What follows belongs to an exercise in optimizing a design on an open flow for a short achievable clock period and few clock cycles; a production flow would make more cautious choices. Function not checked in this run: the RTL went through the layout flow alone. The clock cells of this run come from the design's own scripts or RTL, not from TritonCTS. No driver is modelled on the clock port, so clock power and skew are understated where the tree is cut down; a real chip needs a root buffer or a tree. Power is estimated from default activity; no workload was simulated.

<file path="flow/run.sh">
#!/bin/bash
# ORFS's standard flow with its clock tree step replaced by flow/mytree.tcl.
set -euo pipefail
bash standard.sh PRE_CTS_TCL="$PWD/flow/pre_cts.tcl" finish > standard_flow.log 2>&1
</file>
<file path="flow/mytree.tcl">
# Two-level clock tree: the clock port drives a few root buffers, each root
# buffer drives leaf buffers placed at k-means centroids of the flip-flops.
proc mytree_build {leaf_size nroot} {
  set block [ord::get_db_block]
  set db [ord::get_db]
  set clknet [$block findNet clk]
  set master [$db findMaster sky130_fd_sc_hd__clkbuf_16]
  set sinks {}
  foreach it [$clknet getITerms] {
    set inst [$it getInst]
    lassign [$inst getLocation] x y
    set w [[$inst getMaster] getWidth]
    set h [[$inst getMaster] getHeight]
    lappend sinks [list $it [expr {$x + $w / 2}] [expr {$y + $h / 2}]]
  }
  set n [llength $sinks]
  set k [expr {int(ceil(double($n) / $leaf_size))}]
  # k-means, seeded along the sink order sorted by x
  set sorted [lsort -real -index 1 $sinks]
  set cx {}; set cy {}
  for {set i 0} {$i < $k} {incr i} {
    set s [lindex $sorted [expr {int(($i + 0.5) * $n / $k)}]]
    lappend cx [lindex $s 1]; lappend cy [lindex $s 2]
  }
  for {set iter 0} {$iter < 30} {incr iter} {
    set sx [lrepeat $k 0.0]; set sy [lrepeat $k 0.0]; set cnt [lrepeat $k 0]
    set assign {}
    foreach s $sinks {
      set x [lindex $s 1]; set y [lindex $s 2]
      set best 0; set bd 1e30
      for {set i 0} {$i < $k} {incr i} {
        set dx [expr {$x - [lindex $cx $i]}]; set dy [expr {$y - [lindex $cy $i]}]
        set d [expr {$dx*$dx + $dy*$dy}]
        if {$d < $bd} { set bd $d; set best $i }
      }
      lappend assign $best
      lset sx $best [expr {[lindex $sx $best] + $x}]
      lset sy $best [expr {[lindex $sy $best] + $y}]
      lset cnt $best [expr {[lindex $cnt $best] + 1}]
    }
    for {set i 0} {$i < $k} {incr i} {
      if {[lindex $cnt $i] > 0} {
        lset cx $i [expr {[lindex $sx $i] / [lindex $cnt $i]}]
        lset cy $i [expr {[lindex $sy $i] / [lindex $cnt $i]}]
      }
    }
  }
  # leaf buffers
  set leaves {}
  for {set i 0} {$i < $k} {incr i} {
    if {[lindex $cnt $i] == 0} { lappend leaves {}; continue }
    set inst [odb::dbInst_create $block $master "ctsl_$i"]
    $inst setLocation [expr {int([lindex $cx $i])}] [expr {int([lindex $cy $i])}]
    $inst setPlacementStatus PLACED
    set net [odb::dbNet_create $block "clkl_$i"]
    $net setSigType CLOCK
    [$inst findITerm X] connect $net
    lappend leaves [list $inst [lindex $cx $i] [lindex $cy $i]]
  }
  set idx 0
  foreach s $sinks {
    set i [lindex $assign $idx]
    set it [lindex $s 0]
    $it disconnect
    $it connect [$block findNet "clkl_$i"]
    incr idx
  }
  # root buffers: split the leaves by angle around their centre
  set lv {}
  foreach l $leaves { if {$l ne {}} { lappend lv $l } }
  set mx 0.0; set my 0.0
  foreach l $lv { set mx [expr {$mx + [lindex $l 1]}]; set my [expr {$my + [lindex $l 2]}] }
  set mx [expr {$mx / [llength $lv]}]; set my [expr {$my / [llength $lv]}]
  set la {}
  foreach l $lv { lappend la [list [lindex $l 0] [lindex $l 1] [lindex $l 2] [expr {atan2([lindex $l 2] - $my, [lindex $l 1] - $mx)}]] }
  set la [lsort -real -index 3 $la]
  set nl [llength $la]
  for {set r 0} {$r < $nroot} {incr r} {
    set grp [lrange $la [expr {$r * $nl / $nroot}] [expr {($r + 1) * $nl / $nroot - 1}]]
    set gx 0.0; set gy 0.0
    foreach l $grp { set gx [expr {$gx + [lindex $l 1]}]; set gy [expr {$gy + [lindex $l 2]}] }
    set gx [expr {$gx / [llength $grp]}]; set gy [expr {$gy / [llength $grp]}]
    set inst [odb::dbInst_create $block $master "ctsr_$r"]
    $inst setLocation [expr {int($gx)}] [expr {int($gy)}]
    $inst setPlacementStatus PLACED
    set net [odb::dbNet_create $block "clkr_$r"]
    $net setSigType CLOCK
    [$inst findITerm X] connect $net
    [$inst findITerm A] connect $clknet
    foreach l $grp { [[lindex $l 0] findITerm A] connect $net }
  }
  puts "mytree: $n sinks, $nl leaf buffers, $nroot root buffers"
}
</file>
<file path="flow/pre_cts.tcl">
# Replace TritonCTS with a two-level tree (mytree.tcl); the rest of ORFS's
# CTS step (legalisation, timing repair) runs unchanged.
source [file join [file dirname [info script]] mytree.tcl]
rename clock_tree_synthesis _orfs_clock_tree_synthesis
proc clock_tree_synthesis {args} {
  mytree_build 16 4
}
</file>
<file path="standard.sh">
#!/bin/bash
# synth_recipe.tcl (not shown) runs the flow's synth.tcl, then flattens the netlist and writes it again
# the make line also repeats each setting of config.mk as NAME=value (left out here)
make -C /OpenROAD-flow-scripts/flow DESIGN_CONFIG=/design/flow/config.mk WORK_HOME=/design/flow/orfs CLKGATE_MAP_FILE= SYNTH_SCRIPT=/design/flow/synth_recipe.tcl "${@:-finish}"
</file>
<file path="config.mk">
export PLATFORM = sky130hd
export DESIGN_NAME = circuit_layout_top
export DESIGN_NICKNAME = circuit_layout_top
export VERILOG_FILES = /design/flow/design.v
export SDC_FILE = /design/flow/constraint.sdc
export NUM_CORES = 4
export LEC_CHECK = 0
export ABC_CLOCK_PERIOD_IN_PS = 2000
export CAP_MARGIN = 20
export CORE_MARGIN = 2
export CORE_UTILIZATION = 50
export SETUP_SLACK_MARGIN = 3.0
export SLEW_MARGIN = 20
export TNS_END_PERCENT = 100
</file>
<file path="constraint.sdc">
create_clock -name core_clock -period 5.0 [get_ports {clk}]
set_input_delay 1.0000 -clock core_clock [delete_from_list [all_inputs] [get_ports {clk}]]
set_output_delay 1.0000 -clock core_clock [all_outputs]
set_load 0.01 [all_outputs]
</file>
<file path="design.v">
package circuit_layout_pkg;
	localparam logic [8:0] CMD_LINE_FILLED = 9'd0;
	localparam logic [8:0] CMD_LINE_DASHED = 9'd1;
	localparam logic [8:0] CMD_SPRITE_V    = 9'd2;
	localparam logic [8:0] CMD_SPRITE_I    = 9'd3;
	localparam logic [8:0] CMD_SPRITE_R    = 9'd4;
	localparam logic [8:0] CMD_DOT         = 9'd5;
endpackage
`timescale 1ns/1ps
module circuit_layout_top (
	input  logic         clk,
	input  logic         rst,
	input  logic         elem_req,
	input  logic [31:0]  elem_rec,
	output logic         elem_ack,
	input  logic         run_req,
	output logic         run_ack,
	output logic         cmd_req,
	output logic [46:0]  cmd,
	input  logic         cmd_ack
);
	localparam int NE = 12;
	localparam int NN = 32;
	logic [4:0] in_a;
	logic [4:0] in_b;
	logic [1:0] in_k;
	assign in_a = elem_rec[31:27];
	assign in_b = elem_rec[26:22];
	assign in_k = elem_rec[21:20];
	logic [NE-1:0] neth;
	logic [NN-1:0] th;
	logic [NN-1:0] th_nx;
	logic [NN-1:0] th_r;
	logic [NN-1:0] th_r_nx;
	logic [NN-1:0] deg1;
	logic [NN-1:0] deg2;
	logic [NE-1:0][4:0] tab_a;
	logic [NE-1:0][4:0] tab_b;
	logic [NE-1:0][1:0] tab_k;
	logic [NN-1:0] e0_oa;
	logic [NN-1:0] e0_ob;
	logic [2:0] settle;
	logic settled;
	logic [8:0] r0;
	logic [8:0] r1;
	function automatic logic [8:0] row0_fast(input logic [32:0] t);
		logic [8:0] r;
		r[0] = (t[1] & !t[2]) | (t[3] & !t[5]) | (t[6] & !t[8]) | (t[9] & !t[10]) | (t[11] & !t[12]) | (t[16] & !t[18]) | (t[19] & !t[20]) | (t[21] & !t[22]) | (t[23] & !t[25]) | (t[26] & !t[28]) | (t[30] & !t[32]);
		r[1] = (t[2] & !t[5]) | (t[6] & !t[7]) | (t[9] & !t[10]) | (t[12] & !t[13]) | (t[14] & !t[15]) | (t[16] & !t[17]) | (t[19] & !t[21]) | (t[23] & !t[26]) | (t[30] & !t[32]);
		r[2] = (t[6] & !t[7]) | (t[8] & !t[11]) | (t[12] & !t[14]) | (t[16] & !t[19]) | (t[23] & !t[30]);
		r[3] = (t[2] & !t[3]) | (t[5] & !t[8]) | (t[9] & !t[12]) | (t[16] & !t[23]);
		r[4] = !t[1] | (t[2] & !t[3]) | (t[4] & !t[5]) | (t[6] & !t[9]) | (t[16] & !t[32]);
		r[5] = !t[4] | (t[6] & !t[16]);
		r[6] = !t[1] | (t[2] & !t[6]);
		r[7] = !t[2];
		r[8] = 1'b0;
		row0_fast = r;
	endfunction
	function automatic logic [8:0] row1_fast(input logic [32:0] t);
		logic [8:0] r;
		r[0] = !t[32];
		r[1] = (t[2] & !t[3]) | (t[5] & !t[6]) | (t[8] & !t[9]) | (t[10] & !t[11]) | (t[12] & !t[16]) | (t[18] & !t[19]) | (t[20] & !t[21]) | (t[22] & !t[23]) | (t[25] & !t[26]) | (t[28] & !t[30]);
		r[2] = !t[3] | (t[7] & !t[8]) | (t[11] & !t[13]) | (t[14] & !t[15]) | (t[17] & !t[18]) | (t[20] & !t[22]) | (t[25] & !t[28]);
		r[3] = !t[3] | (t[5] & !t[8]) | (t[9] & !t[10]) | (t[11] & !t[12]) | (t[14] & !t[17]) | (t[20] & !t[25]);
		r[4] = !t[2] | (t[6] & !t[7]) | (t[9] & !t[11]) | (t[14] & !t[20]);
		r[5] = !t[3] | (t[4] & !t[5]) | (t[6] & !t[9]) | (t[14] & !t[32]);
		r[6] = (t[2] & !t[4]) | (t[6] & !t[14]);
		r[7] = (t[2] & !t[6]);
		r[8] = !t[2];
		row1_fast = r;
	endfunction
	function automatic logic [287:0] rows_all(input logic [32:0] t);
		logic [287:0] r;
		r[0] = (t[1] & !t[2]) | (t[3] & !t[5]) | (t[6] & !t[8]) | (t[9] & !t[10]) | (t[11] & !t[12]) | (t[16] & !t[18]) | (t[19] & !t[20]) | (t[21] & !t[22]) | (t[23] & !t[25]) | (t[26] & !t[28]) | (t[30] & !t[32]);
		r[1] = (t[2] & !t[5]) | (t[6] & !t[7]) | (t[9] & !t[10]) | (t[12] & !t[13]) | (t[14] & !t[15]) | (t[16] & !t[17]) | (t[19] & !t[21]) | (t[23] & !t[26]) | (t[30] & !t[32]);
		r[2] = (t[6] & !t[7]) | (t[8] & !t[11]) | (t[12] & !t[14]) | (t[16] & !t[19]) | (t[23] & !t[30]);
		r[3] = (t[2] & !t[3]) | (t[5] & !t[8]) | (t[9] & !t[12]) | (t[16] & !t[23]);
		r[4] = !t[1] | (t[2] & !t[3]) | (t[4] & !t[5]) | (t[6] & !t[9]) | (t[16] & !t[32]);
		r[5] = !t[4] | (t[6] & !t[16]);
		r[6] = !t[1] | (t[2] & !t[6]);
		r[7] = !t[2];
		r[8] = 1'b0;
		r[9] = !t[32];
		r[10] = (t[2] & !t[3]) | (t[5] & !t[6]) | (t[8] & !t[9]) | (t[10] & !t[11]) | (t[12] & !t[16]) | (t[18] & !t[19]) | (t[20] & !t[21]) | (t[22] & !t[23]) | (t[25] & !t[26]) | (t[28] & !t[30]);
		r[11] = !t[3] | (t[7] & !t[8]) | (t[11] & !t[13]) | (t[14] & !t[15]) | (t[17] & !t[18]) | (t[20] & !t[22]) | (t[25] & !t[28]);
		r[12] = !t[3] | (t[5] & !t[8]) | (t[9] & !t[10]) | (t[11] & !t[12]) | (t[14] & !t[17]) | (t[20] & !t[25]);
		r[13] = !t[2] | (t[6] & !t[7]) | (t[9] & !t[11]) | (t[14] & !t[20]);
		r[14] = !t[3] | (t[4] & !t[5]) | (t[6] & !t[9]) | (t[14] & !t[32]);
		r[15] = (t[2] & !t[4]) | (t[6] & !t[14]);
		r[16] = (t[2] & !t[6]);
		r[17] = !t[2];
		r[18] = (t[3] & !t[5]) | (t[6] & !t[8]) | (t[9] & !t[10]) | (t[11] & !t[12]) | (t[16] & !t[18]) | (t[19] & !t[20]) | (t[21] & !t[22]) | (t[23] & !t[25]) | (t[26] & !t[28]) | (t[30] & !t[32]);
		r[19] = (t[3] & !t[7]) | (t[8] & !t[11]) | (t[13] & !t[14]) | (t[15] & !t[17]) | (t[18] & !t[20]) | (t[22] & !t[25]) | (t[28] & !t[32]);
		r[20] = !t[6] | (t[14] & !t[16]) | (t[17] & !t[18]) | (t[19] & !t[21]) | (t[22] & !t[23]) | (t[26] & !t[28]) | (t[30] & !t[32]);
		r[21] = (t[3] & !t[6]) | (t[10] & !t[11]) | (t[12] & !t[13]) | (t[14] & !t[15]) | (t[17] & !t[19]) | (t[22] & !t[26]) | (t[30] & !t[32]);
		r[22] = (t[3] & !t[4]) | (t[6] & !t[7]) | (t[8] & !t[9]) | (t[10] & !t[12]) | (t[14] & !t[17]) | (t[22] & !t[30]);
		r[23] = !t[3] | (t[4] & !t[5]) | (t[6] & !t[8]) | (t[10] & !t[14]) | (t[22] & !t[32]);
		r[24] = !t[3] | (t[4] & !t[6]) | (t[10] & !t[22]);
		r[25] = (t[4] & !t[10]);
		r[26] = !t[4];
		r[27] = !t[32];
		r[28] = 1'b0;
		r[29] = !t[5] | (t[6] & !t[8]) | (t[9] & !t[10]) | (t[11] & !t[12]) | (t[16] & !t[18]) | (t[19] & !t[20]) | (t[21] & !t[22]) | (t[23] & !t[25]) | (t[26] & !t[28]) | (t[30] & !t[32]);
		r[30] = !t[5] | (t[6] & !t[7]) | (t[9] & !t[10]) | (t[12] & !t[13]) | (t[14] & !t[15]) | (t[16] & !t[17]) | (t[19] & !t[21]) | (t[23] & !t[26]) | (t[30] & !t[32]);
		r[31] = !t[6] | (t[7] & !t[8]) | (t[11] & !t[12]) | (t[14] & !t[16]) | (t[19] & !t[23]) | (t[30] & !t[32]);
		r[32] = !t[5] | (t[6] & !t[7]) | (t[9] & !t[11]) | (t[14] & !t[19]) | (t[30] & !t[32]);
		r[33] = !t[4] | (t[6] & !t[9]) | (t[14] & !t[30]);
		r[34] = (t[6] & !t[14]);
		r[35] = !t[6];
		r[36] = !t[5] | (t[6] & !t[8]) | (t[9] & !t[10]) | (t[11] & !t[12]) | (t[16] & !t[18]) | (t[19] & !t[20]) | (t[21] & !t[22]) | (t[23] & !t[25]) | (t[26] & !t[28]) | (t[30] & !t[32]);
		r[37] = !t[5] | (t[6] & !t[7]) | (t[9] & !t[10]) | (t[12] & !t[13]) | (t[14] & !t[15]) | (t[16] & !t[17]) | (t[19] & !t[21]) | (t[23] & !t[26]) | (t[30] & !t[32]);
		r[38] = (t[5] & !t[7]) | (t[9] & !t[10]) | (t[14] & !t[18]) | (t[20] & !t[21]) | (t[22] & !t[25]) | (t[26] & !t[28]);
		r[39] = !t[5] | (t[7] & !t[8]) | (t[10] & !t[13]) | (t[15] & !t[16]) | (t[17] & !t[19]) | (t[20] & !t[22]) | (t[23] & !t[26]) | (t[30] & !t[32]);
		r[40] = (t[5] & !t[6]) | (t[8] & !t[10]) | (t[11] & !t[12]) | (t[14] & !t[15]) | (t[17] & !t[20]) | (t[23] & !t[30]);
		r[41] = (t[6] & !t[7]) | (t[8] & !t[9]) | (t[11] & !t[14]) | (t[17] & !t[23]);
		r[42] = (t[5] & !t[6]) | (t[8] & !t[11]) | (t[17] & !t[32]);
		r[43] = !t[5] | (t[8] & !t[17]);
		r[44] = !t[8];
		r[45] = !t[32];
		r[46] = !t[6] | (t[8] & !t[9]) | (t[10] & !t[11]) | (t[12] & !t[16]) | (t[18] & !t[19]) | (t[20] & !t[21]) | (t[22] & !t[23]) | (t[25] & !t[26]) | (t[28] & !t[30]);
		r[47] = !t[6] | (t[7] & !t[9]) | (t[10] & !t[12]) | (t[13] & !t[14]) | (t[15] & !t[16]) | (t[17] & !t[19]) | (t[21] & !t[23]) | (t[26] & !t[30]);
		r[48] = (t[7] & !t[9]) | (t[10] & !t[14]) | (t[18] & !t[20]) | (t[21] & !t[22]) | (t[25] & !t[26]) | (t[28] & !t[32]);
		r[49] = !t[6] | (t[7] & !t[9]) | (t[11] & !t[12]) | (t[13] & !t[15]) | (t[17] & !t[18]) | (t[21] & !t[25]) | (t[28] & !t[32]);
		r[50] = (t[6] & !t[8]) | (t[10] & !t[11]) | (t[13] & !t[17]) | (t[21] & !t[28]);
		r[51] = (t[6] & !t[7]) | (t[10] & !t[13]) | (t[21] & !t[32]);
		r[52] = !t[6] | (t[10] & !t[21]);
		r[53] = !t[10];
		r[54] = !t[8] | (t[9] & !t[10]) | (t[11] & !t[12]) | (t[16] & !t[18]) | (t[19] & !t[20]) | (t[21] & !t[22]) | (t[23] & !t[25]) | (t[26] & !t[28]) | (t[30] & !t[32]);
		r[55] = !t[7] | (t[8] & !t[11]) | (t[13] & !t[14]) | (t[15] & !t[17]) | (t[18] & !t[20]) | (t[22] & !t[25]) | (t[28] & !t[32]);
		r[56] = (t[8] & !t[9]) | (t[10] & !t[11]) | (t[12] & !t[14]) | (t[17] & !t[20]) | (t[25] & !t[32]);
		r[57] = !t[7] | (t[8] & !t[10]) | (t[12] & !t[14]) | (t[16] & !t[18]) | (t[19] & !t[21]) | (t[22] & !t[23]) | (t[25] & !t[26]) | (t[28] & !t[30]);
		r[58] = !t[8] | (t[10] & !t[11]) | (t[13] & !t[15]) | (t[16] & !t[17]) | (t[19] & !t[22]) | (t[25] & !t[28]);
		r[59] = (t[7] & !t[8]) | (t[9] & !t[10]) | (t[12] & !t[13]) | (t[16] & !t[19]) | (t[25] & !t[32]);
		r[60] = (t[7] & !t[9]) | (t[12] & !t[16]) | (t[25] & !t[32]);
		r[61] = !t[7] | (t[12] & !t[25]);
		r[62] = !t[12];
		r[63] = !t[32];
		r[64] = 1'b0;
		r[65] = !t[32];
		r[66] = (t[8] & !t[9]) | (t[10] & !t[11]) | (t[12] & !t[16]) | (t[18] & !t[19]) | (t[20] & !t[21]) | (t[22] & !t[23]) | (t[25] & !t[26]) | (t[28] & !t[30]);
		r[67] = (t[8] & !t[11]) | (t[13] & !t[14]) | (t[15] & !t[17]) | (t[18] & !t[20]) | (t[22] & !t[25]) | (t[28] & !t[32]);
		r[68] = !t[9] | (t[10] & !t[12]) | (t[13] & !t[15]) | (t[18] & !t[22]) | (t[28] & !t[32]);
		r[69] = (t[8] & !t[10]) | (t[13] & !t[18]) | (t[28] & !t[32]);
		r[70] = !t[8] | (t[13] & !t[28]);
		r[71] = !t[13];
		r[72] = (t[9] & !t[10]) | (t[11] & !t[12]) | (t[16] & !t[18]) | (t[19] & !t[20]) | (t[21] & !t[22]) | (t[23] & !t[25]) | (t[26] & !t[28]) | (t[30] & !t[32]);
		r[73] = (t[9] & !t[10]) | (t[12] & !t[13]) | (t[14] & !t[15]) | (t[16] & !t[17]) | (t[19] & !t[21]) | (t[23] & !t[26]) | (t[30] & !t[32]);
		r[74] = !t[11] | (t[12] & !t[14]) | (t[16] & !t[19]) | (t[23] & !t[30]);
		r[75] = !t[10] | (t[11] & !t[18]) | (t[19] & !t[20]) | (t[21] & !t[22]) | (t[25] & !t[26]) | (t[28] & !t[30]);
		r[76] = (t[9] & !t[10]) | (t[13] & !t[14]) | (t[15] & !t[16]) | (t[17] & !t[19]) | (t[21] & !t[23]) | (t[25] & !t[28]);
		r[77] = !t[11] | (t[12] & !t[13]) | (t[15] & !t[17]) | (t[21] & !t[25]);
		r[78] = (t[9] & !t[12]) | (t[15] & !t[21]);
		r[79] = !t[9] | (t[15] & !t[32]);
		r[80] = !t[15];
		r[81] = !t[32];
		r[82] = (t[10] & !t[11]) | (t[12] & !t[16]) | (t[18] & !t[19]) | (t[20] & !t[21]) | (t[22] & !t[23]) | (t[25] & !t[26]) | (t[28] & !t[30]);
		r[83] = (t[11] & !t[13]) | (t[14] & !t[15]) | (t[17] & !t[18]) | (t[20] & !t[22]) | (t[25] & !t[28]);
		r[84] = !t[14] | (t[16] & !t[17]) | (t[18] & !t[19]) | (t[21] & !t[22]) | (t[23] & !t[26]) | (t[28] & !t[30]);
		r[85] = (t[13] & !t[14]) | (t[15] & !t[16]) | (t[17] & !t[18]) | (t[20] & !t[21]) | (t[23] & !t[25]) | (t[28] & !t[32]);
		r[86] = !t[10] | (t[11] & !t[12]) | (t[13] & !t[15]) | (t[17] & !t[20]) | (t[23] & !t[28]);
		r[87] = (t[11] & !t[13]) | (t[17] & !t[23]);
		r[88] = !t[11] | (t[17] & !t[32]);
		r[89] = !t[17];
		r[90] = (t[11] & !t[12]) | (t[16] & !t[18]) | (t[19] & !t[20]) | (t[21] & !t[22]) | (t[23] & !t[25]) | (t[26] & !t[28]) | (t[30] & !t[32]);
		r[91] = !t[11] | (t[13] & !t[14]) | (t[15] & !t[17]) | (t[18] & !t[20]) | (t[22] & !t[25]) | (t[28] & !t[32]);
		r[92] = (t[14] & !t[16]) | (t[17] & !t[18]) | (t[19] & !t[21]) | (t[22] & !t[23]) | (t[26] & !t[28]) | (t[30] & !t[32]);
		r[93] = (t[13] & !t[14]) | (t[15] & !t[16]) | (t[17] & !t[18]) | (t[20] & !t[21]) | (t[23] & !t[25]) | (t[28] & !t[32]);
		r[94] = !t[14] | (t[19] & !t[20]) | (t[22] & !t[23]) | (t[26] & !t[28]) | (t[30] & !t[32]);
		r[95] = !t[11] | (t[12] & !t[13]) | (t[15] & !t[17]) | (t[19] & !t[22]) | (t[26] & !t[30]);
		r[96] = (t[12] & !t[15]) | (t[19] & !t[26]);
		r[97] = !t[12] | (t[19] & !t[32]);
		r[98] = !t[19];
		r[99] = !t[32];
		r[100] = 1'b0;
		r[101] = !t[12] | (t[16] & !t[18]) | (t[19] & !t[20]) | (t[21] & !t[22]) | (t[23] & !t[25]) | (t[26] & !t[28]) | (t[30] & !t[32]);
		r[102] = (t[13] & !t[14]) | (t[15] & !t[17]) | (t[18] & !t[20]) | (t[22] & !t[25]) | (t[28] & !t[32]);
		r[103] = !t[14] | (t[16] & !t[17]) | (t[18] & !t[19]) | (t[21] & !t[22]) | (t[23] & !t[26]) | (t[28] & !t[30]);
		r[104] = !t[12] | (t[13] & !t[15]) | (t[16] & !t[18]) | (t[21] & !t[23]) | (t[28] & !t[32]);
		r[105] = (t[13] & !t[16]) | (t[21] & !t[28]);
		r[106] = !t[13] | (t[21] & !t[32]);
		r[107] = !t[21];
		r[108] = (t[16] & !t[18]) | (t[19] & !t[20]) | (t[21] & !t[22]) | (t[23] & !t[25]) | (t[26] & !t[28]) | (t[30] & !t[32]);
		r[109] = !t[13] | (t[14] & !t[15]) | (t[16] & !t[17]) | (t[19] & !t[21]) | (t[23] & !t[26]) | (t[30] & !t[32]);
		r[110] = (t[14] & !t[18]) | (t[20] & !t[21]) | (t[22] & !t[25]) | (t[26] & !t[28]);
		r[111] = (t[13] & !t[15]) | (t[17] & !t[18]) | (t[21] & !t[25]) | (t[28] & !t[32]);
		r[112] = !t[15] | (t[16] & !t[19]) | (t[20] & !t[21]) | (t[22] & !t[23]) | (t[26] & !t[28]) | (t[30] & !t[32]);
		r[113] = !t[13] | (t[14] & !t[16]) | (t[17] & !t[20]) | (t[22] & !t[26]) | (t[30] & !t[32]);
		r[114] = (t[14] & !t[17]) | (t[22] & !t[30]);
		r[115] = !t[14] | (t[22] & !t[32]);
		r[116] = !t[22];
		r[117] = !t[32];
		r[118] = !t[16] | (t[18] & !t[19]) | (t[20] & !t[21]) | (t[22] & !t[23]) | (t[25] & !t[26]) | (t[28] & !t[30]);
		r[119] = !t[14] | (t[15] & !t[16]) | (t[17] & !t[19]) | (t[21] & !t[23]) | (t[26] & !t[30]);
		r[120] = (t[14] & !t[16]) | (t[19] & !t[23]) | (t[30] & !t[32]);
		r[121] = !t[18] | (t[19] & !t[20]) | (t[21] & !t[22]) | (t[25] & !t[26]) | (t[28] & !t[30]);
		r[122] = !t[14] | (t[15] & !t[17]) | (t[19] & !t[21]) | (t[25] & !t[28]);
		r[123] = (t[15] & !t[19]) | (t[25] & !t[32]);
		r[124] = !t[15] | (t[25] & !t[32]);
		r[125] = !t[25];
		r[126] = (t[16] & !t[18]) | (t[19] & !t[20]) | (t[21] & !t[22]) | (t[23] & !t[25]) | (t[26] & !t[28]) | (t[30] & !t[32]);
		r[127] = (t[15] & !t[17]) | (t[18] & !t[20]) | (t[22] & !t[25]) | (t[28] & !t[32]);
		r[128] = (t[17] & !t[20]) | (t[25] & !t[32]);
		r[129] = !t[20];
		r[130] = !t[16] | (t[18] & !t[19]) | (t[21] & !t[22]) | (t[23] & !t[25]) | (t[26] & !t[28]) | (t[30] & !t[32]);
		r[131] = !t[15] | (t[17] & !t[18]) | (t[21] & !t[23]) | (t[26] & !t[30]);
		r[132] = (t[17] & !t[21]) | (t[26] & !t[32]);
		r[133] = !t[17] | (t[26] & !t[32]);
		r[134] = !t[26];
		r[135] = !t[32];
		r[136] = 1'b0;
		r[137] = !t[32];
		r[138] = 1'b0;
		r[139] = !t[16] | (t[18] & !t[19]) | (t[20] & !t[21]) | (t[22] & !t[23]) | (t[25] & !t[26]) | (t[28] & !t[30]);
		r[140] = !t[17] | (t[18] & !t[20]) | (t[22] & !t[25]) | (t[28] & !t[32]);
		r[141] = (t[18] & !t[22]) | (t[28] & !t[32]);
		r[142] = !t[18] | (t[28] & !t[32]);
		r[143] = !t[28];
		r[144] = !t[18] | (t[19] & !t[20]) | (t[21] & !t[22]) | (t[23] & !t[25]) | (t[26] & !t[28]) | (t[30] & !t[32]);
		r[145] = !t[17] | (t[19] & !t[21]) | (t[23] & !t[26]) | (t[30] & !t[32]);
		r[146] = !t[19] | (t[23] & !t[30]);
		r[147] = !t[23];
		r[148] = !t[18] | (t[19] & !t[20]) | (t[21] & !t[22]) | (t[23] & !t[25]) | (t[26] & !t[28]) | (t[30] & !t[32]);
		r[149] = !t[17] | (t[19] & !t[21]) | (t[23] & !t[26]) | (t[30] & !t[32]);
		r[150] = (t[19] & !t[23]) | (t[30] & !t[32]);
		r[151] = !t[19] | (t[30] & !t[32]);
		r[152] = !t[30];
		r[153] = !t[32];
		r[154] = (t[18] & !t[19]) | (t[20] & !t[21]) | (t[22] & !t[23]) | (t[25] & !t[26]) | (t[28] & !t[30]);
		r[155] = !t[18] | (t[20] & !t[22]) | (t[25] & !t[28]);
		r[156] = (t[20] & !t[25]);
		r[157] = !t[18] | (t[19] & !t[21]) | (t[22] & !t[23]) | (t[25] & !t[26]) | (t[28] & !t[30]);
		r[158] = !t[19] | (t[20] & !t[22]) | (t[25] & !t[28]);
		r[159] = (t[20] & !t[25]);
		r[160] = !t[20];
		r[161] = !t[32];
		r[162] = (t[19] & !t[20]) | (t[21] & !t[22]) | (t[23] & !t[25]) | (t[26] & !t[28]) | (t[30] & !t[32]);
		r[163] = !t[20] | (t[22] & !t[25]) | (t[28] & !t[32]);
		r[164] = (t[19] & !t[21]) | (t[22] & !t[23]) | (t[26] & !t[28]) | (t[30] & !t[32]);
		r[165] = !t[19] | (t[22] & !t[26]) | (t[30] & !t[32]);
		r[166] = !t[19] | (t[20] & !t[21]) | (t[23] & !t[25]) | (t[26] & !t[28]);
		r[167] = !t[20] | (t[22] & !t[23]) | (t[26] & !t[30]);
		r[168] = (t[22] & !t[26]);
		r[169] = !t[22];
		r[170] = !t[32];
		r[171] = !t[32];
		r[172] = 1'b0;
		r[173] = !t[20] | (t[21] & !t[22]) | (t[23] & !t[25]) | (t[26] & !t[28]) | (t[30] & !t[32]);
		r[174] = !t[21] | (t[23] & !t[26]) | (t[30] & !t[32]);
		r[175] = !t[20] | (t[21] & !t[22]) | (t[25] & !t[26]) | (t[28] & !t[32]);
		r[176] = !t[21] | (t[23] & !t[25]) | (t[28] & !t[30]);
		r[177] = (t[23] & !t[28]);
		r[178] = !t[23];
		r[179] = !t[32];
		r[180] = (t[21] & !t[22]) | (t[23] & !t[25]) | (t[26] & !t[28]) | (t[30] & !t[32]);
		r[181] = !t[21] | (t[23] & !t[26]) | (t[30] & !t[32]);
		r[182] = !t[21] | (t[22] & !t[25]) | (t[26] & !t[28]);
		r[183] = !t[22] | (t[23] & !t[26]) | (t[30] & !t[32]);
		r[184] = !t[21] | (t[22] & !t[25]) | (t[26] & !t[28]);
		r[185] = !t[22] | (t[23] & !t[26]) | (t[30] & !t[32]);
		r[186] = (t[23] & !t[30]);
		r[187] = !t[23];
		r[188] = !t[32];
		r[189] = !t[32];
		r[190] = (t[22] & !t[23]) | (t[25] & !t[26]) | (t[28] & !t[30]);
		r[191] = !t[23] | (t[26] & !t[30]);
		r[192] = !t[22] | (t[25] & !t[26]) | (t[28] & !t[32]);
		r[193] = !t[22] | (t[23] & !t[26]) | (t[30] & !t[32]);
		r[194] = !t[23] | (t[25] & !t[28]) | (t[30] & !t[32]);
		r[195] = (t[25] & !t[30]);
		r[196] = !t[25];
		r[197] = !t[32];
		r[198] = (t[23] & !t[25]) | (t[26] & !t[28]) | (t[30] & !t[32]);
		r[199] = !t[25] | (t[28] & !t[32]);
		r[200] = (t[25] & !t[32]);
		r[201] = !t[23] | (t[25] & !t[26]) | (t[28] & !t[30]);
		r[202] = !t[23] | (t[26] & !t[30]);
		r[203] = !t[25] | (t[26] & !t[28]);
		r[204] = (t[26] & !t[32]);
		r[205] = !t[26];
		r[206] = !t[32];
		r[207] = !t[32];
		r[208] = 1'b0;
		r[209] = !t[32];
		r[210] = (t[25] & !t[26]) | (t[28] & !t[30]);
		r[211] = !t[26] | (t[30] & !t[32]);
		r[212] = !t[25] | (t[28] & !t[30]);
		r[213] = (t[28] & !t[32]);
		r[214] = !t[28];
		r[215] = !t[32];
		r[216] = !t[25] | (t[26] & !t[28]) | (t[30] & !t[32]);
		r[217] = !t[26] | (t[30] & !t[32]);
		r[218] = !t[30];
		r[219] = (t[25] & !t[26]) | (t[28] & !t[30]);
		r[220] = (t[26] & !t[30]);
		r[221] = (t[25] & !t[26]) | (t[28] & !t[32]);
		r[222] = !t[25] | (t[28] & !t[32]);
		r[223] = !t[28];
		r[224] = !t[32];
		r[225] = !t[32];
		r[226] = !t[26] | (t[28] & !t[30]);
		r[227] = !t[28];
		r[228] = !t[26] | (t[28] & !t[30]);
		r[229] = !t[26] | (t[30] & !t[32]);
		r[230] = !t[28] | (t[30] & !t[32]);
		r[231] = (t[30] & !t[32]);
		r[232] = !t[30];
		r[233] = !t[32];
		r[234] = !t[28] | (t[30] & !t[32]);
		r[235] = (t[28] & !t[32]);
		r[236] = !t[28] | (t[30] & !t[32]);
		r[237] = (t[28] & !t[32]);
		r[238] = !t[32];
		r[239] = !t[28] | (t[30] & !t[32]);
		r[240] = (t[30] & !t[32]);
		r[241] = !t[30];
		r[242] = !t[32];
		r[243] = !t[32];
		r[244] = 1'b0;
		r[245] = !t[28] | (t[30] & !t[32]);
		r[246] = (t[28] & !t[32]);
		r[247] = 1'b0;
		r[248] = (t[28] & !t[30]);
		r[249] = !t[28];
		r[250] = !t[32];
		r[251] = !t[32];
		r[252] = (t[30] & !t[32]);
		r[253] = (t[30] & !t[32]);
		r[254] = 1'b0;
		r[255] = !t[32];
		r[256] = !t[32];
		r[257] = !t[30];
		r[258] = 1'b0;
		r[259] = !t[32];
		r[260] = !t[32];
		r[261] = !t[32];
		r[262] = !t[30];
		r[263] = !t[30];
		r[264] = (t[30] & !t[32]);
		r[265] = 1'b0;
		r[266] = (t[30] & !t[32]);
		r[267] = !t[30];
		r[268] = !t[32];
		r[269] = !t[32];
		r[270] = !t[32];
		r[271] = !t[32];
		r[272] = !t[32];
		r[273] = 1'b0;
		r[274] = !t[32];
		r[275] = !t[32];
		r[276] = 1'b0;
		r[277] = !t[32];
		r[278] = !t[32];
		r[279] = !t[32];
		r[280] = 1'b0;
		r[281] = !t[32];
		r[282] = 1'b0;
		r[283] = 1'b0;
		r[284] = 1'b0;
		r[285] = !t[32];
		r[286] = !t[32];
		r[287] = !t[32];
		rows_all = r;
	endfunction
	logic [NN-1:0] hit_a;
	logic [NN-1:0] hit_b;
	logic store;
	logic st_q;
	logic [4:0] a_q;
	logic [4:0] b_q;
	logic [1:0] k_q;
	assign store = elem_req && !elem_ack && !neth[NE-1] && (in_k != 2'd3);
	assign settled = settle[2] && settle[1];
	logic [NN-1:0] tin_q;
	always_ff @(posedge clk) begin
		a_q <= in_a;
		b_q <= in_b;
		k_q <= in_k;
		for (int n = 0; n < NN; n++) begin
			tin_q[n] <= (in_a >= 5'(n)) | (in_b >= 5'(n));
		end
	end
	always_comb begin
		for (int n = 0; n < NN; n++) begin
			hit_a[n] = (a_q == 5'(n));
			hit_b[n] = (b_q == 5'(n));
		end
		th_nx = th | tin_q;
		th_r_nx = (neth[0] ? th_r : '0) | tin_q;
	end
	always_ff @(posedge clk) begin
		if (rst) begin
			elem_ack <= 1'b0;
			neth <= '0;
			th <= '0;
			deg1 <= '0;
			deg2 <= '0;
			settle <= '0;
			st_q <= 1'b0;
			r0 <= '0;
			r1 <= '0;
		end else begin
			elem_ack <= elem_req;
			st_q <= store;
			if (st_q) begin
				settle <= '0;
			end else if (!(settle[2] && settle[1])) begin
				settle <= settle + 3'd1;
			end
			if (st_q) begin
				r0 <= row0_fast({1'b0, th_r_nx});
				r1 <= row1_fast({1'b0, th_r_nx});
				neth <= {neth[NE-2:0], 1'b1};
				th <= th_nx;
				deg1 <= deg1 | hit_a | hit_b;
				deg2 <= deg2 | (hit_a & hit_b) | (deg1 & (hit_a | hit_b));
			end
		end
	end
	always_ff @(posedge clk) begin
		if (st_q) begin
			th_r <= th_r_nx;
		end
	end
	always_ff @(posedge clk) begin
		if (st_q && !neth[0]) begin
			e0_oa <= hit_a;
			e0_ob <= hit_b;
			tab_k[0] <= k_q;
		end
		for (int i = 1; i < NE; i++) begin
			if (st_q && !neth[i] && neth[i - 1]) begin
				tab_a[i] <= a_q;
				tab_b[i] <= b_q;
				tab_k[i] <= k_q;
			end
		end
	end
	logic [NE-1:0] noh;
	assign noh = neth & ~{1'b0, neth[NE-1:1]};
	logic [NN-1:0][8:0] row_c;
	logic [9:0] sl0_c;
	logic [9:0] dl0_c;
	assign row_c = rows_all({1'b0, th});
	function automatic int sprite_left(input int e, input int ne);
		sprite_left = 20 + e * ((640 - 2 * 20) / ne) + ((640 - 2 * 20) / ne) / 2 - 44 / 2;
	endfunction
	function automatic int dot_left(input int e, input int ne);
		dot_left = 20 + e * ((640 - 2 * 20) / ne) + ((640 - 2 * 20) / ne) / 2 - 6 / 2;
	endfunction
	logic [9:0] sp_c;
	always_comb begin
		sp_c = '0;
		sl0_c = '0;
		dl0_c = '0;
		for (int i = 0; i < NE; i++) begin
			if (noh[i]) begin
				sp_c = sp_c | 10'((640 - 2 * 20) / (i + 1));
				sl0_c = sl0_c | 10'(sprite_left(0, i + 1));
				dl0_c = dl0_c | 10'(dot_left(0, i + 1));
			end
		end
	end
	logic [NN-1:0][8:0] row_s;
	logic [9:0] sl0;
	logic [9:0] dl0;
	logic [9:0] sp;
	always_ff @(posedge clk) begin
		row_s <= row_c;
		sl0 <= sl0_c;
		dl0 <= dl0_c;
		sp <= sp_c;
	end
	function automatic logic [8:0] row_of(input logic [NN-1:0] oh, input logic [NN-1:0][8:0] rows);
		logic [8:0] r;
		r = '0;
		for (int n = 0; n < NN; n++) begin
			if (oh[n]) begin
				r = r | rows[n];
			end
		end
		row_of = r;
	endfunction
	function automatic logic [17:0] row_of2(input logic [NN-1:0] oh, input logic [NN-1:0][8:0] rows);
		logic [8:0] lo;
		logic [8:0] hi;
		lo = '0;
		hi = '0;
		for (int n = 0; n < NN / 2; n++) begin
			if (oh[n]) begin
				lo = lo | rows[n];
			end
			if (oh[n + NN / 2]) begin
				hi = hi | rows[n + NN / 2];
			end
		end
		row_of2 = {hi, lo};
	endfunction
	function automatic logic [2:0] sprite_kind(input logic [1:0] k);
		case (k)
			2'd0: sprite_kind = 3'd2;
			2'd1: sprite_kind = 3'd3;
			default: sprite_kind = 3'd4;
		endcase
	endfunction
	logic [17:0] e0_pa, e0_pb;
	logic [8:0] e0_ra, e0_rb;
	logic [8:0] e0_ra2, e0_rb2;
	logic [9:0] e0_dab, e0_dba;
	logic [8:0] e0_top, e0_h, e0_da, e0_db;
	logic [2:0] e0_sk;
	logic [NE-1:0] eoh;
	logic [NE-1:0] peoh;
	logic [NE-1:0] pn_e;
	logic [4:0] pn_a_c, pn_b_c;
	logic [1:0] pn_k_c;
	logic [4:0] pn_a, pn_b;
	logic [1:0] pn_k;
	logic [NN-1:0] pn_oa, pn_ob;
	logic [2:0] pn_sk;
	logic [9:0] pn_sl, pn_dl;
	logic [17:0] pn_pa, pn_pb;
	logic [8:0] pn_ra2, pn_rb2;
	logic [9:0] pn_dab, pn_dba;
	logic [8:0] pn_ra, pn_rb;
	logic [8:0] pn_da, pn_db;
	assign peoh = {eoh[NE-2:0], 1'b0};
	always_comb begin
		pn_a_c = '0;
		pn_b_c = '0;
		pn_k_c = '0;
		for (int i = 1; i < NE; i++) begin
			if (peoh[i]) begin
				pn_a_c = pn_a_c | tab_a[i];
				pn_b_c = pn_b_c | tab_b[i];
				pn_k_c = pn_k_c | tab_k[i];
			end
		end
	end
	always_ff @(posedge clk) begin
		e0_pa <= row_of2(e0_oa, row_s);
		e0_pb <= row_of2(e0_ob, row_s);
		e0_ra <= e0_pa[17:9] | e0_pa[8:0];
		e0_rb <= e0_pb[17:9] | e0_pb[8:0];
		e0_sk <= sprite_kind(tab_k[0]);
		e0_ra2 <= e0_ra;
		e0_rb2 <= e0_rb;
		e0_dab <= {1'b0, e0_ra} - {1'b0, e0_rb};
		e0_dba <= {1'b0, e0_rb} - {1'b0, e0_ra};
		e0_da <= e0_ra - 9'(10 / 2);
		e0_db <= e0_rb - 9'(10 / 2);
		e0_top <= e0_dab[9] ? e0_ra2 : e0_rb2;
		e0_h <= e0_dab[9] ? e0_dba[8:0] : e0_dab[8:0];
		pn_e <= peoh;
		pn_a <= pn_a_c;
		pn_b <= pn_b_c;
		pn_k <= pn_k_c;
		for (int n = 0; n < NN; n++) begin
			pn_oa[n] <= (pn_a == 5'(n));
			pn_ob[n] <= (pn_b == 5'(n));
		end
		pn_sk <= sprite_kind(pn_k);
		pn_pa <= row_of2(pn_oa, row_s);
		pn_pb <= row_of2(pn_ob, row_s);
		pn_ra <= pn_pa[17:9] | pn_pa[8:0];
		pn_rb <= pn_pb[17:9] | pn_pb[8:0];
		pn_ra2 <= pn_ra;
		pn_rb2 <= pn_rb;
		pn_dab <= {1'b0, pn_ra} - {1'b0, pn_rb};
		pn_dba <= {1'b0, pn_rb} - {1'b0, pn_ra};
		pn_da <= pn_ra - 9'(10 / 2);
		pn_db <= pn_rb - 9'(10 / 2);
	end
	logic phase;               
	logic [8:0] y;             
	logic [8:0] y_nx;          
	logic first;               
	logic [8:0] rp;            
	logic [8:0] y_add;         
	logic [NN-1:0] fs;         
	logic [NN-1:0] ts;         
	logic [1:0] sub;           
	logic [2:0] d_sk;
	logic [8:0] d_top, d_h, d_da, d_db;
	logic [9:0] d_sl, d_dl;
	logic cr;
	logic ra;
	logic started;
	logic done;
	logic cmd_valid;
	logic cmd_last;
	logic step;
	logic has;
	logic issue;
	logic ld_try;
	logic ld_ok;
	logic last_e;
	logic track;
	logic track_q;
	logic dstep;
	logic [46:0] nx;
	assign has = neth[0];
	assign issue = !cr && !cmd_ack && run_req && !ra && !done && has && cmd_valid;
	assign ld_try = started && ((cr && cmd_ack) || !cmd_valid) && !cmd_last;
	assign ld_ok = !phase || settled;
	assign last_e = !(|(peoh & neth));
	assign track = !started || !phase || (eoh[0] && sub == 2'd0);
	assign dstep = step && phase && sub == 2'd2;
	always_comb begin
		if (!started) begin
			nx = {(deg2[0] ? circuit_layout_pkg::CMD_LINE_FILLED : circuit_layout_pkg::CMD_LINE_DASHED),
				9'd1, 10'((640 - 2 * 20)), r0, 10'(20)};
		end else if (!phase) begin
			nx = {(fs[0] ? circuit_layout_pkg::CMD_LINE_FILLED : circuit_layout_pkg::CMD_LINE_DASHED),
				9'd1, 10'((640 - 2 * 20)), y, 10'(20)};
		end else begin
			case (sub)
				2'd0: nx = {9'(d_sk), d_h, 10'(44), d_top, d_sl};
				2'd1: nx = {circuit_layout_pkg::CMD_DOT, 9'(10), 10'(6), d_da, d_dl};
				default: nx = {circuit_layout_pkg::CMD_DOT, 9'(10), 10'(6), d_db, d_dl};
			endcase
		end
	end
	always_ff @(posedge clk) begin
		if (rst) begin
			cmd_req <= 1'b0;
			run_ack <= 1'b0;
			cr <= 1'b0;
			ra <= 1'b0;
			started <= 1'b0;
			done <= 1'b0;
			cmd_valid <= 1'b0;
			step <= 1'b0;
		end else begin
			cr <= cr ? !cmd_ack : issue;
			cmd_req <= cmd_req ? !cmd_ack : issue;
			if (issue) begin
				started <= 1'b1;
				if (cmd_last) begin
					done <= 1'b1;
				end
			end
			if (run_ack) begin
				if (!run_req) begin
					run_ack <= 1'b0;
				end
			end else if (run_req && !cr && !cmd_ack && (done || !has)) begin
				run_ack <= 1'b1;
			end
			if (ra) begin
				if (!run_req) begin
					ra <= 1'b0;
				end
			end else if (run_req && !cr && !cmd_ack && (done || !has)) begin
				ra <= 1'b1;
				done <= 1'b0;
				started <= 1'b0;
			end
			step <= 1'b0;
			if (!started) begin
				cmd_valid <= 1'b1;
			end else if (ld_try) begin
				cmd_valid <= ld_ok;
				step <= ld_ok;
			end
		end
	end
	logic cmd_ld;
	logic [46:0] cmd_hold;
	assign cmd_ld = !started || (ld_try && ld_ok);
	always_ff @(posedge clk) begin
		cmd <= cmd_ld ? nx : cmd_hold;
		if (cmd_ld) begin
			cmd_last <= started && phase && (sub == 2'd2) && last_e;
		end
	end
	always_ff @(posedge clk) begin
		if (rst) begin
			cmd_hold <= '0;
		end else if (cmd_ld) begin
			cmd_hold <= nx;
		end
	end
	always_ff @(posedge clk) begin
		rp <= row_s[1] - row_s[0];
		y_add <= y_nx + rp;
	end
	always_ff @(posedge clk) begin
		if (!started) begin
			phase <= !th[1];
			y <= r1;
			first <= 1'b1;
			fs <= deg2 >> 1;
			ts <= th >> 2;
			eoh <= NE'(1);
			sub <= 2'd0;
		end else if (step) begin
			if (!phase) begin
				first <= 1'b0;
				y <= first ? row_s[2] : y_nx;
				y_nx <= first ? row_s[3] : y_add;
				fs <= fs >> 1;
				ts <= ts >> 1;
				if (!ts[0]) begin
					phase <= 1'b1;
				end
			end else if (sub == 2'd2) begin
				sub <= 2'd0;
				eoh <= peoh;
			end else begin
				sub <= sub + 2'd1;
			end
		end
	end
	always_ff @(posedge clk) begin
		track_q <= track;
		pn_sl <= d_sl + sp;
		pn_dl <= d_dl + sp;
	end
	always_ff @(posedge clk) begin
		if (track_q) begin
			d_sk <= e0_sk;
			d_top <= e0_top;
			d_h <= e0_h;
			d_da <= e0_da;
			d_db <= e0_db;
			d_sl <= sl0;
			d_dl <= dl0;
		end else if (dstep) begin
			d_sk <= pn_sk;
			d_top <= pn_dab[9] ? pn_ra2 : pn_rb2;
			d_h <= pn_dab[9] ? pn_dba[8:0] : pn_dab[8:0];
			d_da <= pn_da;
			d_db <= pn_db;
			d_sl <= pn_sl;
			d_dl <= pn_dl;
		end
	end
endmodule
</file>
==> results by group <==
Setup path
  • Req. time, crit path: 5.44 ns
  • CP arrival: 2.51 ns
  • R2r setup slk: 2.94 ns
  • CP Launch Type: flip-flop
  • Worst Path Max Fanout: 10
  • CP Capture Type: flip-flop
  • Crit Path Class: flip-flop to flip-flop

Logic synthesis
  • Syn_area_per_cell: 11.1 um^2
  • Asr flop ratio synth: 0%
  • Synth cell types: 74
  • Top-area cell type share of the netlist area: 36.5%
  • YS warnings: 1
  • EDFF count, synth: 365
  • Syn_nets: 4250
  • Largest area contributor in the netlist: dfxtp_1
  • Top post-synthesis cells by area: dfxtp_1 (36%), edfxtp_1 (24%), nor2_1 (3.0%)
  • Syn Inst Count: 4133
  • Sequential area share after synthesis: 60.5%
  • Post-synthesis register bit count: 1198
  • Mapped Area: 0.0457 mm^2
  • Synth Flop Type: dfxtp_1

Floorplan
  • Starting density of the core: 50.6%
  • Row count: 110
  • Die area: 0.0939 mm^2
  • Die height: 306 um
  • Chip Width: 306 um
  • Core area: 0.0903 mm^2
  • Top Ports: 87

Placement
  • DP HPWL: 112000 um
  • Worst slack, placed: 1.58 ns
  • RD Place Congestion: 1.02
  • Port buffer count: 66

Power
  • Power share of the combinational group: 7.4%
  • Sw Share: 24.2%
  • Net switching power figure: 4.39 mW
  • Int Pwr: 13.7 mW
  • Reg power frac: 61.1%
  • Total Power: 18.1 mW
  • Leakage: 19.2 nW
  • Worst VDD drop: 0.328 mV
  • Power Density: 359 mW/mm^2
  • Clock power share: 31.5%

STA
  • Fin crit period: 2.06 ns
  • Hold Vio Cnt, Final: 0
  • Clk_skew: 0.0632 ns
  • Slew margin rel.: 24.4%
  • Setup-violating endpoint count in the final report: 0
  • Fin worst setup slack: 2.94 ns
  • RSZ-0062 raised after global routing: yes
  • Worst slew pin tran: 1.13 ns
  • TNS Setup: 0 ns
  • Fmax achieved: 0.484 GHz
  • Period utilisation layout: 41.3%
  • Max Slew Vio Count: 0

Cells and area
  • Area grow syn2layout: 10.3%
  • Fillers: 7774
  • # nets final: 4230
  • Multi-input logic area: 0.0169 mm^2
  • Layout cells sized above 1: 13.0%
  • FF/Latch Area: 0.0278 mm^2

Routing
  • Routed WL per cell: 29.8 um
  • Residual DRC count: 0
  • Initial DRT Pass Iterations: 9
  • Total number of vias: 33800
  • DRT iter0 DRCs: 4222
  • Via density: 6.40
  • Post-route ant nets: 0
  • Final WL: 158000 um

Global routing
  • Grt ovf: 0
  • Vias in the first global route: 32100
  • Pin count of the biggest net entering global routing: 84
  • Total track usage: 32.4%
  • Antenna violations before repair: 10
  • First-pass GRT wire length: 225000 um

Hold path
  • Worst hold path class: flip-flop to flip-flop

Job
  • Maxcap violations: 0

Clocking
  • Worst-path clk slew: 0.08 ns
  • Clock Latency Late Sink: 0.54 ns

Run status
  • Run status: no timing/DRC/antenna violations
==> repair_timing <==
item,4_1_cts,5_1_grt
setup endpoints to repair,574,400
setup buffers,39,15
pin swaps,33,14
cloned,8,0
resized for setup,195,158
hold buffers,0,0
==> metal layers <==
metal	GRT usage, %	part of all wire, %	vias up
met5	0.258	0.038	-
met4	12.9	5.2	10
met3	6.56	9.5	429
met2	50.8	44	1945
met1	44.1	41	16500
li1	-	-	15000
==> cells in the mapped netlist (all sizes together), types with 9 or more instances <==
cell    count
clkbuf    234
mux2i      38
nor2b      56
o22ai      20
and2       18
or3        17
dfxtp     833
maj3       32
nor2      363
a211oi     19
nor4       29
or4         9
nand4      69
a22oi     112
edfxtp    365
o21ai     164
and4       15
a21o       14
nand3     103
xnor2      69
a22o      149
and3       30
a222oi     45
or3b       11
nor3       42
nand2b     50
or2        47
inv       187
nand2     246
mux2      104
a221oi    145
nand3b     16
buf        27
a21oi     235
ha         72
o211ai     16
o21a       17
==> flip-flops by register name, summed over array words and instances, names as in the netlist, 24 cells and up <==
signal    cells
cmd          47
cmd_hold     47
deg1         32
deg2         32
e0_oa        32
e0_ob        32
fs           31
pn_oa        32
pn_ob        32
row_s       171
tab_a        55
tab_b        55
tab_k        24
th           31
th_r         27
tin_q        31
ts           30
==> logic make-up (layout without fill, tap and decap cells) <==
logic type / count (synthesis) / in the layout / synth area share (%)
XOR/XNOR: 77 / 77 / 1.48
multiplexers: 142 / 142 / 3.39
AO/OA/AOI/OAI: 1011 / 1011 / 15.6
adder cells (fa/ha/maj): 112 / 112 / 3.02
other: 0 / 3 / 0
AND/OR/NAND/NOR: 1137 / 1140 / 12.2
flip-flops: 1198 / 1198 / 60.5
buffers and inverters: 456 / 431 / 3.82
==> path summary, 6_finish.rpt <==
kind              from        to  cells after the start
max             th[11]  row_s[0]                      5
min          e0_dba[0]   e0_h[0]                      0
max reg2reg     th[11]  row_s[0]                      5
min reg2reg  e0_dba[0]   e0_h[0]                      0
==> metrics by stage <==
stage	util, %	cells	hold WS (ns)	cell area [um^2]
2_1_floorplan	-	4133	0.310	45900
3_3_place_gp	52.3	5146	0.312	47300
3_5_place_dp	52.3	5146	0.315	47300
4_1_cts	55.6	5272	0.315	50200
5_1_grt	55.8	5288	0.351	50400
6_report	55.9	5290	0.329	50400
==> worst max-delay path, stage by stage (launching register included) <==
cell       delay (ns)
dfxtp_1          0.81
inv_1            0.41
nor2_1           0.30
nor2_1           0.13
and2_1           0.21
o2111ai_1        0.12
==> power groups by stage <==
| stage | Sequential (mW) | Combinational [mW] | Clock [mW] |
|---|---|---|---|
| detailed placement | 11.2 | 1.21 | 0 |
| global route | 11.1 | 1.45 | 6.14 |
| CTS | 11.2 | 1.29 | 4.64 |
| floorplan | 10.8 | 0.929 | 0 |
| global placement | 11.2 | 1.20 | 0 |
| finish | 11.1 | 1.33 | 5.72 |
==> placed cells by master (no fill, tap or decap), types with 28 or more instances in the layout <==
master and n:
a22oi_1 112, or2_2 46, buf_4 70, edfxtp_1 365, xnor2_1 69, inv_1 172, ha_1 61, dfxtp_1 781
nor2_1 348, nor3_1 34, mux2_2 104, nand2b_1 44, a21oi_1 230, nand2_1 237, nor2b_1 53, nand4_1 69
mux2i_1 38, a222oi_1 45, and3_1 29, a221oi_1 145, o21ai_0 161, clkbuf_16 79, maj3_1 32, nand3_1 102
nor4_1 28, dfxtp_2 29, a22o_1 148
==> final cells by class <==
cell class	count	share of cell area [%]
antenna	3	0.0149
buffer	79	3.92
inverter	195	1.52
tap	1176	2.92
timing repair buffer	157	3.10
sequential	1198	55.0
multi-input combinational	2482	33.5

==> afterwards: timing with drivers on the ports <==
The results above use ideal ports. As a check the final layout listed here was re-extracted and re-timed, cells and wires unchanged.
Step 1 assumes that a clkbuf_16 drives the clock port and a buf_2 every other input.
Step 2 also shifts input and output timing later by t, the mid clock arrival at the registers, as if the neighbouring blocks saw the same clock.
Three values: no drivers, after step 1, after step 2; two values: the first two.
t, ns: 0.674
setup WS [ns]: 2.936 / 2.801 / 2.463
worst hold slack (ns): 0.329 / 0.329 / 0.329
clock arrival spread, ns: 0.066 / 0.066
worst register clock-pin slew, ns: 0.10 / 0.10
After both steps this run still meets setup and hold. The setup slack of this run moves by -0.135 ns with the drivers and by -0.473 ns with both steps.
